From an optimization exercise on the open Yosys and OpenROAD flow, aimed at small area, a short achievable clock period and few clock cycles per item; shortcuts taken in it are not production practice. In this exercise RTL edits were held to simulation tests only and were not proved equivalent to the original. Power and IR drop assume default switching activity.

==> flow/design.v (excerpt) <==
module first_fit_block_allocator
#(
    parameter int ARENA_BYTES  = 1024,
    parameter int ALIGN_BYTES  = 16,
    parameter int HEADER_BYTES = 16
)
(
    input  logic                clk,
    input  logic                rst_n,
    input  logic                req_valid,
    output logic                req_stall,
    input  logic                operation,
    input  logic [BYTES_W-1:0]  request_bytes,
    input  logic [BYTES_W-1:0]  free_offset,
    output logic                rsp_valid,
    input  logic                rsp_stall,
    output logic [1:0]          status,
    output logic [BYTES_W-1:0]  data_offset
);
Size in the first run: about 180 flip-flops, ~0.018 mm^2 of cells after synthesis.
==> flow/config.mk <==
export PLATFORM = sky130hd
export DESIGN_NAME = first_fit_block_allocator
export DESIGN_NICKNAME = first_fit_block_allocator
export VERILOG_FILES = /design/flow/design.v
export SDC_FILE = /design/flow/constraint.sdc
export NUM_CORES = 4
export LEC_CHECK = 0
export CAP_MARGIN = 20
export CORE_MARGIN = 2
export CORE_UTILIZATION = 40
export GPL_TIMING_DRIVEN = 0
export SETUP_SLACK_MARGIN = 1.3
export SLEW_MARGIN = 20
==> flow/constraint.sdc <==
create_clock -name core_clock -period 5.0 [get_ports {clk}]
set_input_delay 1.0000 -clock core_clock [delete_from_list [all_inputs] [get_ports {clk}]]
set_output_delay 1.0000 -clock core_clock [all_outputs]
set_load 0.01 [all_outputs]
run.sh (not shown) runs the stock make flow with config.mk's settings and CLKGATE_MAP_FILE= SYNTH_SCRIPT=/design/flow/synth_recipe.tcl, a recipe that flattens the netlist after the stock synthesis.
Testbench counts at the start, summed over its fixed seeds: cycles 4,016, items 4,000.
Next try:
--- a/flow/config.mk
+++ b/flow/config.mk
@@ -11,3 +11,3 @@
 export GPL_TIMING_DRIVEN = 0
-export SETUP_SLACK_MARGIN = 1.3
+export SETUP_SLACK_MARGIN = 1.0
 export SLEW_MARGIN = 20
After rerunning:
- worst setup slack gains 0.18 ns
- wire length increases by 1.3%
- die area is unchanged
- final cell count increases by 2.0%
- combinational power increases by about 6%
- sequential share of layout area decreases by 0.59 points
- clock power decreases by about 4%
Next try:
--- a/flow/config.mk
+++ b/flow/config.mk
@@ -11,3 +11,3 @@
 export GPL_TIMING_DRIVEN = 0
-export SETUP_SLACK_MARGIN = 1.0
+export SETUP_SLACK_MARGIN = 0.8
 export SLEW_MARGIN = 20
Effect: Cell count drops by 1.7%. Power came out lower by 5.0%. Count of clock-buffer cells in the layout is unchanged. Wire length is lower by 0.64%. Design area decreases by 4.7%. Clock power is about the same. Flip-flop and latch count is unchanged. Worst setup slack is worse by 0.074 ns.
Next try:
--- a/flow/config.mk
+++ b/flow/config.mk
@@ -11,3 +11,3 @@
 export GPL_TIMING_DRIVEN = 0
-export SETUP_SLACK_MARGIN = 0.8
+export SETUP_SLACK_MARGIN = 0.5
 export SLEW_MARGIN = 20
The new run produced a clean layout. Utilization fell by 0.95 points. Maximum frequency goes down by 5.4%. Total power falls by 2.2%. Wire length drops by about 0.9%. Via count came out lower by about 0.66%. Area after synthesis stays the same. Register-to-register slack is worse by 0.26 ns. Sequential share of layout area increases by 0.36 points. Worst hold slack is about the same. Sequential power barely changes. Final area decreases by about 1.8%.

* * *

The RTL this note starts from:
==> flow/design.v <==
package ffa_pkg;
    localparam logic OP_ALLOC = 1'b0;
    localparam logic OP_FREE  = 1'b1;
    localparam logic [1:0] ST_ALLOCATED = 2'd0;
    localparam logic [1:0] ST_NO_FIT    = 2'd1;
    localparam logic [1:0] ST_FREED     = 2'd2;
    localparam logic [1:0] ST_NOT_FOUND = 2'd3;
    localparam int BYTES_W = 10;
endpackage
import ffa_pkg::*;
module first_fit_block_allocator
#(
    parameter int ARENA_BYTES  = 1024,
    parameter int ALIGN_BYTES  = 16,
    parameter int HEADER_BYTES = 16
)
(
    input  logic                clk,
    input  logic                rst_n,
    input  logic                req_valid,
    output logic                req_stall,
    input  logic                operation,
    input  logic [BYTES_W-1:0]  request_bytes,
    input  logic [BYTES_W-1:0]  free_offset,
    output logic                rsp_valid,
    input  logic                rsp_stall,
    output logic [1:0]          status,
    output logic [BYTES_W-1:0]  data_offset
);
    localparam int N = 64;
    function automatic [2:0] low8(input logic [7:0] v);
        logic [2:0] k;
        k = 3'd7;
        for (int i = 6; i >= 0; i--)
            if (v[i])
                k = 3'(i);
        low8 = k;
    endfunction
    function automatic [N:0] dec_eq(input logic en, input logic [6:0] v);
        logic [8:0] heq;
        logic [7:0] leq;
        logic [N:0] eq;
        for (int a = 0; a < 9; a++)
            heq[a] = en && (v[6:3] == 4'(a));
        for (int b = 0; b < 8; b++)
            leq[b] = (v[2:0] == 3'(b));
        for (int x = 0; x <= N; x++)
            eq[x] = heq[x / 8] & leq[x % 8];
        dec_eq = eq;
    endfunction
    logic       ir_valid;
    logic       ir_op;
    logic [6:0] ir_arg;      
    logic [5:0] ir_c1;       
    logic [5:0] ir_c2;
    logic       ir_rz;       
    logic       sk_valid;    
    logic       proc;
    logic [6:0] arg_in, r_in;
    logic [5:0] c1_in, c2_in;
    assign r_in = {1'b0, request_bytes[9:4]} + {6'd0, |request_bytes[3:0]};
    always_comb
    begin
        if (operation == OP_FREE)
            arg_in = {(free_offset[3:0] == 4'd0) && (free_offset[9:4] != 6'd0),
                      free_offset[9:4] - 6'd1};
        else
            arg_in = r_in + 7'd1;
        for (int j = 0; j < 6; j++)
        begin
            c1_in[j] = (r_in >> (j + 1)) != 7'd0;
            c2_in[j] = c1_in[j] & r_in[j];
        end
    end
    assign req_stall = ir_valid & sk_valid;
    assign proc      = ir_valid & ~sk_valid;
    always_ff @(posedge clk or negedge rst_n)
    begin
        if (!rst_n)
            ir_valid <= 1'b0;
        else if (!req_stall)
            ir_valid <= req_valid;
    end
    always_ff @(posedge clk)
    begin
        if (!req_stall)
        begin
            ir_op  <= operation;
            ir_arg <= arg_in;
            ir_c1  <= c1_in;
            ir_c2  <= c2_in;
            ir_rz  <= (r_in == 7'd0);
        end
    end
    logic [N-1:0] fr;
    logic [N-1:1] st_r;
    logic [N+1:0] st;        
    assign st = {2'b11, st_r, 1'b1};
    logic         p_valid;
    logic [5:0]   p_g;
    logic [6:0]   p_m;
    logic [6:0]   p_h;
    assign p_h    = 7'(p_g) + p_m;
    logic [N:0]   p_eq_g, p_eq_h;
    assign p_eq_g = dec_eq(p_valid, {1'b0, p_g});
    assign p_eq_h = dec_eq(p_valid, p_h);
    logic [N-1:0] p_split, fr_t, st_t, fs_t;
    always_comb
    begin
        for (int x = 0; x < N; x++)
        begin
            p_split[x] = p_eq_h[x] & ~st[x] & ~st[x+1];
            fr_t[x]    = (fr[x] & ~p_eq_g[x] & ~p_eq_h[x+1] & ~(p_eq_h[x] & ~st[x] & st[x+1]))
                         | p_split[x];
            st_t[x]    = st[x] | p_split[x];
            fs_t[x]    = (st[x] & fr[x] & ~p_eq_g[x]) | p_split[x];
        end
    end
    logic [N-1:0] f [7];
    always_comb
    begin
        f[0] = ~st[N:1];
        for (int j = 0; j < 5; j++)
            f[j+1] = f[j] & ((f[j] >> (1 << j)) | {N{~ir_c1[j]}})
                          & ((f[j] >> (2 << j)) | {N{~ir_c2[j]}});
        f[6] = f[5] & {N{~ir_c1[5]}};
    end
    logic [N-1:0] a_win;
    logic [7:0]   a_grp;
    logic [2:0]   a_lo [8];
    logic [2:0]   a_hi;
    logic         a_fit;
    logic [5:0]   a_g;
    assign a_win = fs_t & (f[6] | {N{ir_rz}});
    always_comb
    begin
        for (int a = 0; a < 8; a++)
        begin
            a_grp[a] = |a_win[8*a +: 8];
            a_lo[a]  = low8(a_win[8*a +: 8]);
        end
    end
    logic [7:0] a_gh;
    always_comb
    begin
        for (int a = 0; a < 8; a++)
            a_gh[a] = a_grp[a] && ((a_grp & ((8'd1 << a) - 8'd1)) == 8'd0);
        a_hi = '0;
        a_g  = '0;
        for (int a = 0; a < 8; a++)
        begin
            a_hi = a_hi | ({3{a_gh[a]}} & 3'(a));
            a_g  = a_g  | ({6{a_gh[a]}} & {3'(a), a_lo[a]});
        end
    end
    assign a_fit = |a_grp;
    logic         do_free;
    logic [N-1:0] f_eq, f_blk;
    assign do_free = proc & (ir_op == OP_FREE);
    assign f_eq = dec_eq(do_free & ir_arg[6], {1'b0, ir_arg[5:0]});
    always_comb
    begin
        f_blk[0] = f_eq[0];
        for (int x = 1; x < N; x++)
            f_blk[x] = (f_eq[x] & st[x]) | (f_blk[x-1] & ~st[x]);
    end
    logic [N-1:0] fr_f;
    logic         f_found;
    assign fr_f    = fr_t | f_blk;
    assign f_found = |(st_t & f_eq);
    always_ff @(posedge clk or negedge rst_n)
    begin
        if (!rst_n)
        begin
            fr[0]     <= 1'b1;
            fr[N-1]   <= 1'b1;
            st_r      <= '0;
            p_valid   <= 1'b0;
        end
        else
        begin
            fr[0]     <= fr_f[0];
            fr[N-1]   <= fr_f[N-1];
            st_r    <= st_t[N-1:1] & ~(fr_f[N-1:1] & fr_f[N-2:0]);
            p_valid <= proc & (ir_op == OP_ALLOC) & a_fit;
        end
    end
    always_ff @(posedge clk)
        fr[N-2:1] <= fr_f[N-2:1];
    always_ff @(posedge clk)
    begin
        p_g <= a_g;
        p_m <= ir_arg;
    end
    logic [1:0] n_st;
    always_comb
    begin
        if (ir_op == OP_FREE)
            n_st = f_found ? ST_FREED : ST_NOT_FOUND;
        else
            n_st = a_fit ? ST_ALLOCATED : ST_NO_FIT;
    end
    logic       take;
    logic       rv_reg;
    logic [1:0] q_v;
    logic       q_wp, q_rp;
    logic [1:0] q_st [2];
    logic [5:0] q_g  [2];
    assign take     = rv_reg & ~rsp_stall;
    assign sk_valid = &q_v;
    always_ff @(posedge clk or negedge rst_n)
    begin
        if (!rst_n)
        begin
            rv_reg <= 1'b0;
            q_v    <= 2'b00;
            q_wp   <= 1'b0;
            q_rp   <= 1'b0;
        end
        else
        begin
            for (int i = 0; i < 2; i++)
                q_v[i] <= (q_v[i] & ~(take & (q_rp == 1'(i)))) | (proc & (q_wp == 1'(i)));
            if (proc)
                q_wp <= ~q_wp;
            if (take)
                q_rp <= ~q_rp;
            rv_reg <= take ? (q_v[~q_rp] | proc) : (rv_reg | proc);
        end
    end
    always_ff @(posedge clk)
    begin
        for (int i = 0; i < 2; i++)
            if (q_wp == 1'(i) && !q_v[i])
            begin
                q_st[i] <= n_st;
                q_g[i]  <= a_g;
            end
    end
    assign rsp_valid   = rv_reg;
    assign status      = q_st[q_rp];
    assign data_offset = (q_st[q_rp] == ST_ALLOCATED) ? {q_g[q_rp] + 6'd1, 4'd0} : '0;
endmodule
clock: 5.0 ns
lec_check: 0
cap_margin: 20
core_margin: 2
core_utilization: 40
gpl_timing_driven: 0
setup_slack_margin: 0.65
slew_margin: 20
The baseline completed with no timing, DRC or antenna violations.
Testbench counts at the start, summed over its fixed seeds: cycles 4,016, items 4,000.
Then changed:
SETUP_SLACK_MARGIN = 0.5   (was 0.65)
Result: The new run ran to the end with no violations; fmax came out lower slightly; via count came out lower slightly; non-clock buffer count came out lower by 18; design area came out lower slightly.

[port drivers added, routing unchanged]
The flow's constraints put no driver on any port. The routed layouts listed below were extracted and timed again, unchanged, in two steps. Step 1 (the two cells are an assumption about what drives the block):
set clk [get_ports {clk}]
set_driving_cell -lib_cell sky130_fd_sc_hd__clkbuf_16 $clk
set_driving_cell -lib_cell sky130_fd_sc_hd__buf_2 [delete_from_list [all_inputs] $clk]
Step 2 times the ports against the registers' clock, not the clock port: input delays grow and output delays shrink by t, the midpoint of the rising clock arrivals with the driver on. Three values: ideal, step 1, step 2; two values: the first two.
| run | shift t [ns] | slack for setup (ns) | worst slew at a driven data input, ns |
|---|---|---|---|
| the first run of note 1 | 0.534 | 0.351 / 0.351 / 0.351 | 0.04 |
| the second run of note 1 | 0.544 | 0.529 / 0.529 / 0.529 | 0.06 |
| the third run of note 1 | 0.536 | 0.455 / 0.455 / 0.455 | 0.06 |
| the fourth run of note 1 | 0.536 | 0.197 / 0.197 / 0.197 | 0.06 |
| the first run of note 2 | 0.528 | 0.211 / 0.211 / 0.211 | 0.05 |
| the second run of note 2 | 0.528 | 0.149 / 0.149 / 0.149 | 0.06 |
After both steps every run listed still meets setup and hold.
